Context: an optimization exercise on an open-source flow, tuned for small area, a short achievable clock period and few clock cycles. The choices shown serve that exercise and are no tape-out recipe.
RTL that was checked went through simulation tests only; none was proved equivalent to the original.
No activity file was given, so power comes from the tool's default toggle rates.

run A:
Design hrlf_top, start of the top module:
module hrlf_top (
  input  wire        clk_i,
  input  wire        rst_ni,
  input  wire        push,
  input  wire [7:0]  rx_byte,
  input  wire        restart,
  output wire        full,
  output wire        empty,
  input  wire        pop,
  output wire        message_done,
  output wire        length_error,
  output wire [31:0] message_length
);
Size in the first run: roughly 740 cells after synthesis, ~87 flip-flops, ~49 I/O pins, about 6500 um2 of cells after synthesis.
==> flow/config.mk <==
export PLATFORM = sky130hd
export DESIGN_NAME = hrlf_top
export DESIGN_NICKNAME = hrlf_top
export VERILOG_FILES = /design/flow/design.v
export SDC_FILE = /design/flow/constraint.sdc
export NUM_CORES = 4
export LEC_CHECK = 0
export CAP_MARGIN = 20
export CORE_MARGIN = 2
export CORE_UTILIZATION = 40
export CTS_BUF_LIST = sky130_fd_sc_hd__clkbuf_4 sky130_fd_sc_hd__clkbuf_8
export SETUP_SLACK_MARGIN = 3
export SLEW_MARGIN = 20
==> flow/constraint.sdc <==
create_clock -name core_clock -period 6.0 [get_ports {clk_i}]
set_input_delay 1.2000 -clock core_clock [delete_from_list [all_inputs] [get_ports {clk_i}]]
set_output_delay 1.2000 -clock core_clock [all_outputs]
set_load 0.01 [all_outputs]
standard.sh (not shown) runs the stock make flow with config.mk's settings and CLKGATE_MAP_FILE= SYNTH_SCRIPT=/design/flow/synth_recipe.tcl, a recipe that flattens the netlist after the stock synthesis.
==> flow/flow/run.sh <==
#!/bin/bash
# layout flow: the standard flow, with plain buffers on the ports
# (the standard flow's port buffers are 0.5 ns delay cells)
set -euo pipefail
bash standard.sh synth > synth.log 2>&1
bash standard.sh BUFFER_PORTS_ARGS="-buffer_cell sky130_fd_sc_hd__buf_1" finish > layout.log 2>&1
Inputs modified between run A and run B:
diff --git a/flow/design.v b/flow/design.v
--- a/flow/design.v
+++ b/flow/design.v
@@ -39,27 +39,32 @@
   assign message_length = out_err_q ? 32'd0 : cnt_q;
   wire       body  = body_q && !nw;
   wire       field = field_q && !nw;
   wire       seen  = seen_q && !nw;
   wire is_cr  = (b == 8'h0d);
   wire is_lf  = (b == 8'h0a);
   wire is_sp  = (b == 8'h20);
   wire is_dig = (b[7:4] == 4'h3) && (b[3:0] <= 4'd9);
-  logic [7:0] nchar;
+  logic [14:0] name_eq;    
+  logic [14:0] name_at;    
+  logic [14:0] name_hit;   
+  logic [3:0]  nidx_nx;
   always_comb begin
-    nchar = FieldName[119 -: 8];
     for (int k = 0; k < 15; k++) begin
-      if (nidx_q == 4'(k)) nchar = FieldName[(14-k)*8 +: 8];
+      name_eq[k]  = (b == FieldName[(14-k)*8 +: 8]);
+      name_at[k]  = (nidx_q == 4'(k));
+      name_hit[k] = name_eq[k] && name_at[k] && !nw;
+    end
+    nidx_nx = {3'd0, name_eq[0]};
+    for (int k = 1; k < 14; k++) begin
+      nidx_nx = nidx_nx | ({4{name_hit[k]}} & 4'(k + 1));
     end
   end
-  wire       is_c      = (b == FieldName[119 -: 8]);
-  wire       name_hit  = (b == nchar) && !nw;
-  wire       name_done = name_hit && (nidx_q == 4'd14);
-  wire [3:0] nidx_nx   = (name_hit && !name_done) ? nidx_q + 4'd1 : {3'd0, is_c};
+  wire       name_done = name_hit[14];
   wire       end_hit = eidx_q[0] ? is_lf : is_cr;
   wire [1:0] eidx_nx = (end_hit && !nw) ? eidx_q + 2'd1 : {1'b0, is_cr};
   wire       hdr_end = !nw && !field_q && is_lf && (eidx_q == 2'd3);
   wire ia_1_0 = cnt_q[1] & cnt_q[0];
   wire ia_3_2 = cnt_q[3] & cnt_q[2];
   wire ia_5_4 = cnt_q[5] & cnt_q[4];
   wire ia_7_6 = cnt_q[7] & cnt_q[6];
   wire ia_9_8 = cnt_q[9] & cnt_q[8];
@@ -351,20 +356,19 @@
   wire hl_g_7_0 = hl_g_7_4 | (hl_p_7_4 & hl_g_3_0);
   wire hl_p_7_0 = hl_p_7_4 & hl_p_3_0;
   wire hl_g_15_0 = hl_g_15_8 | (hl_p_15_8 & hl_g_7_0);
   wire hl_p_15_0 = hl_p_15_8 & hl_p_7_0;
   wire hl_g_31_0 = hl_g_31_16 | (hl_p_31_16 & hl_g_15_0);
   wire hl_p_31_0 = hl_p_31_16 & hl_p_15_0;
   wire ovf_hl = hl_g_31_0 | hl_p_31_0;
   wire [2:0]  x10_lo = b[3] ? 3'b111 : b[2:0];
-  wire        x10_slot = b[3];
-  wire        x10_ci = b[3] && b[0];
   wire [31:0] x10_a  = {len_q[28:0], x10_lo};
-  wire [31:0] x10_b  = {len_q[30:0], x10_slot};
+  wire [31:0] x10_b  = {len_q[30:0], b[3]};
+  wire        x10_ci = b[3] && b[0];
   wire [31:0] x10_g0 = x10_a & x10_b;
   wire [31:0] x10_p0 = x10_a ^ x10_b;
   wire xa_g_1_0 = x10_g0[1] | (x10_p0[1] & x10_g0[0]);
   wire xa_p_1_0 = x10_p0[1] & x10_p0[0];
   wire xa_g_3_2 = x10_g0[3] | (x10_p0[3] & x10_g0[2]);
   wire xa_p_3_2 = x10_p0[3] & x10_p0[2];
   wire xa_g_5_4 = x10_g0[5] | (x10_p0[5] & x10_g0[4]);
   wire xa_p_5_4 = x10_p0[5] & x10_p0[4];
--- outcome ---
- From run A to run B the numbers moved as follows: combinational-cell power consumption lost 21%; post-DP HPWL picked up an extra 0.68%; clock insertion delay at the later pin of the skew report neither gained nor lost much; count of cell instances traversed by the critical path picked up an extra 2; fraction of met2 tracks used by global routing lost 0.28 points.
- Run B reports its first element of the critical path as b_q[3]$_DFFE_PN_ while run A reports len_q[9]$_DFFE_PP_.
- Summary — total non-filler cell area in the finished layout, run B relative to run A: lower, by 63 um2.
- Summary: area after synthesis, run B worse than run A
- Of run B and run A, it is run B that has the higher maximum frequency.
- Per the comparison of run B with run A, final net count higher, area growth from synthesis to layout lower, number of fillers in the final layout higher, total power consumption of the routed design lower.
- Power density over cell area was higher in the run labelled run A.
Testbench counts of run B, summed over its fixed seeds: cycles 66,475.
Only the layout flow was run in run A; the RTL was not checked for function there.


Setup of TR:
hrlf_top, a different RTL version from the one above (not shown whole).
For scale: roughly 790 cells after synthesis, ~87 flip-flops, ~49 I/O pins, roughly 0.0068 mm2 of cells after synthesis.
==> flow/config.mk <==
export PLATFORM = sky130hd
export DESIGN_NAME = hrlf_top
export DESIGN_NICKNAME = hrlf_top
export VERILOG_FILES = /design/flow/design.v
export SDC_FILE = /design/flow/constraint.sdc
export NUM_CORES = 4
export LEC_CHECK = 0
export CAP_MARGIN = 20
export CORE_MARGIN = 2
export CORE_UTILIZATION = 40
export CTS_BUF_LIST = sky130_fd_sc_hd__clkbuf_4 sky130_fd_sc_hd__clkbuf_8
export SETUP_SLACK_MARGIN = 3
export SLEW_MARGIN = 20
==> flow/constraint.sdc <==
create_clock -name core_clock -period 6.0 [get_ports {clk_i}]
set_input_delay 1.2000 -clock core_clock [delete_from_list [all_inputs] [get_ports {clk_i}]]
set_output_delay 1.2000 -clock core_clock [all_outputs]
set_load 0.01 [all_outputs]
Scripts as last shown in full above: flow/flow/run.sh
#### Input delta (PW over TR)
diff --git a/flow/design.v b/flow/design.v
--- a/flow/design.v
+++ b/flow/design.v
@@ -29,43 +29,47 @@
   logic [31:0] cnt_q;         
   logic [31:0] len_q;         
   wire full_w = in_v_q && out_valid_q;
   wire proc   = in_v_q && !out_valid_q;
   wire [7:0] b = b_q;
   wire nw      = fresh_q || r_q;
   assign full           = full_w;
   assign empty          = !out_valid_q;
   assign message_done   = !out_err_q;
   assign length_error   = out_err_q;
-  assign message_length = out_err_q ? 32'd0 : cnt_q;
+  assign message_length = cnt_q;
   wire       body  = body_q && !nw;
   wire       field = field_q && !nw;
   wire       seen  = seen_q && !nw;
-  wire [3:0] nidx  = nw ? 4'd0 : nidx_q;
-  wire [1:0] eidx  = nw ? 2'd0 : eidx_q;
   wire is_cr  = (b == 8'h0d);
   wire is_lf  = (b == 8'h0a);
   wire is_sp  = (b == 8'h20);
   wire is_dig = (b[7:4] == 4'h3) && (b[3:0] <= 4'd9);
-  logic [7:0] nchar;
+  logic [14:0] name_eq;    
+  logic [14:0] name_at;    
+  logic [14:0] name_hit;   
+  logic [3:0]  nidx_nx;
   always_comb begin
-    nchar = FieldName[119 -: 8];
     for (int k = 0; k < 15; k++) begin
-      if (nidx == 4'(k)) nchar = FieldName[(14-k)*8 +: 8];
+      name_eq[k]  = (b == FieldName[(14-k)*8 +: 8]);
+      name_at[k]  = (nidx_q == 4'(k));
+      name_hit[k] = name_eq[k] && name_at[k] && !nw;
+    end
+    nidx_nx = {3'd0, name_eq[0]};
+    for (int k = 1; k < 14; k++) begin
+      nidx_nx = nidx_nx | ({4{name_hit[k]}} & 4'(k + 1));
     end
   end
-  wire       name_hit  = (b == nchar);
-  wire       name_done = name_hit && (nidx == 4'd14);
-  wire [3:0] nidx_nx   = name_hit ? nidx + 4'd1 : {3'd0, b == FieldName[119 -: 8]};
-  wire       end_hit = eidx[0] ? is_lf : is_cr;
-  wire [1:0] eidx_nx = end_hit ? eidx + 2'd1 : {1'b0, is_cr};
-  wire       hdr_end = !field && end_hit && (eidx == 2'd3);
+  wire       name_done = name_hit[14];
+  wire       end_hit = eidx_q[0] ? is_lf : is_cr;
+  wire [1:0] eidx_nx = (end_hit && !nw) ? eidx_q + 2'd1 : {1'b0, is_cr};
+  wire       hdr_end = !nw && !field_q && is_lf && (eidx_q == 2'd3);
   wire ia_1_0 = cnt_q[1] & cnt_q[0];
   wire ia_3_2 = cnt_q[3] & cnt_q[2];
   wire ia_5_4 = cnt_q[5] & cnt_q[4];
   wire ia_7_6 = cnt_q[7] & cnt_q[6];
   wire ia_9_8 = cnt_q[9] & cnt_q[8];
   wire ia_11_10 = cnt_q[11] & cnt_q[10];
   wire ia_13_12 = cnt_q[13] & cnt_q[12];
   wire ia_15_14 = cnt_q[15] & cnt_q[14];
   wire ia_17_16 = cnt_q[17] & cnt_q[16];
   wire ia_19_18 = cnt_q[19] & cnt_q[18];
@@ -556,20 +560,21 @@
   assign x10_c[30] = xa_g_29_0 | (xa_p_29_0 & x10_ci);
   assign x10_c[31] = xa_g_30_0 | (xa_p_30_0 & x10_ci);
   wire [31:0] x10 = x10_p0 ^ x10_c;
   wire ovf10 = (|len_q[31:29]) || xa_g_31_0 || (xa_p_31_0 && x10_ci);
   wire f_ok  = is_cr || (!dig_q && is_sp) || (is_dig && !ovf10);
   wire err   = !body && (hmax || (field && !f_ok) || (hdr_end && seen && lnz && ovf_hl));
   wire done  = body ? len_is1 : (!hmax && hdr_end && !(seen && lnz));
   wire emit  = proc && (err || done);
   wire to_body  = !body && hdr_end && seen && lnz;
   wire to_field = !body && !field && !seen && name_done;
+  wire clr      = proc && (err || nw);
   always_ff @(posedge clk_i or negedge rst_ni) begin
     if (!rst_ni) begin
       in_v_q      <= 1'b0;
       out_valid_q <= 1'b0;
       fresh_q     <= 1'b1;
     end else begin
       if (!full_w) begin
         in_v_q <= push;
       end
       if (emit) begin
@@ -583,21 +588,21 @@
     end
   end
   always_ff @(posedge clk_i) begin
     if (!full_w) begin
       b_q <= rx_byte;
       r_q <= restart;
     end
     if (emit) begin
       out_err_q <= err;
     end
-    cnt_q <= (proc && nw) ? 32'd1 : cnt_inc;
+    cnt_q <= clr ? {31'd0, !err} : cnt_inc;
     if (proc) begin
       body_q  <= body || to_body;
       field_q <= field ? !is_cr : to_field;
       dig_q   <= field && (dig_q || is_dig);
       seen_q  <= seen || (field && is_cr);
       nidx_q  <= nidx_nx;
       eidx_q  <= eidx_nx;
       if (body) begin
         len_q <= dec;
       end else if (field) begin
[summary]
Going from TR to PW, the maximum clock frequency was found to have gone up by 8.0 MHz.
The die area of PW was superior to that of TR.
Summary of PW over TR: post-synthesis to final-layout area growth went up 4.3 points, global-route usage went up 0.80 points, global-route wire length before repair fell by 920 um, proportion of cell area spent on the clock network went down by 0.82 points.
PW vs TR: final cell count down by a few percent
Higher final weighted congestion in routability-driven placement among PW and TR: TR
Measured against TR, the number of distinct library cells after synthesis of PW comes out at 0.945 times the reference value.
When the final numbers for PW and TR were put side by side, the relative contribution of combinational cells to total power turned out to be greater in PW.
No functional check of the RTL was part of any run of this note.

## static timing again, ports no longer ideal
The results above use ideal ports. As a check the final layouts listed here were re-extracted and re-timed, cells and wires unchanged.
Step 1, drivers: a clkbuf_16 drives clk_i and a buf_2 each remaining input, both assumed.
Step 2 also shifts input and output timing later by t, the mid clock arrival at the registers, as if the neighbouring blocks saw the same clock.
a / b / c = no drivers / after step 1 / after step 2; a / b = the first two.
| run | t, ns | setup slack, ns | worst data-port slew with drivers (ns) |
|---|---|---|---|
| run A | 0.420 | 2.937 / 2.937 / 2.937 | 0.04 |
| run B | 0.408 | 3.101 / 3.101 / 3.101 | 0.03 |
| TR | 0.418 | 2.949 / 2.949 / 2.949 | 0.03 |
| PW | 0.417 | 3.022 / 3.022 / 3.022 | 0.03 |
After both steps every run listed still meets setup and hold.
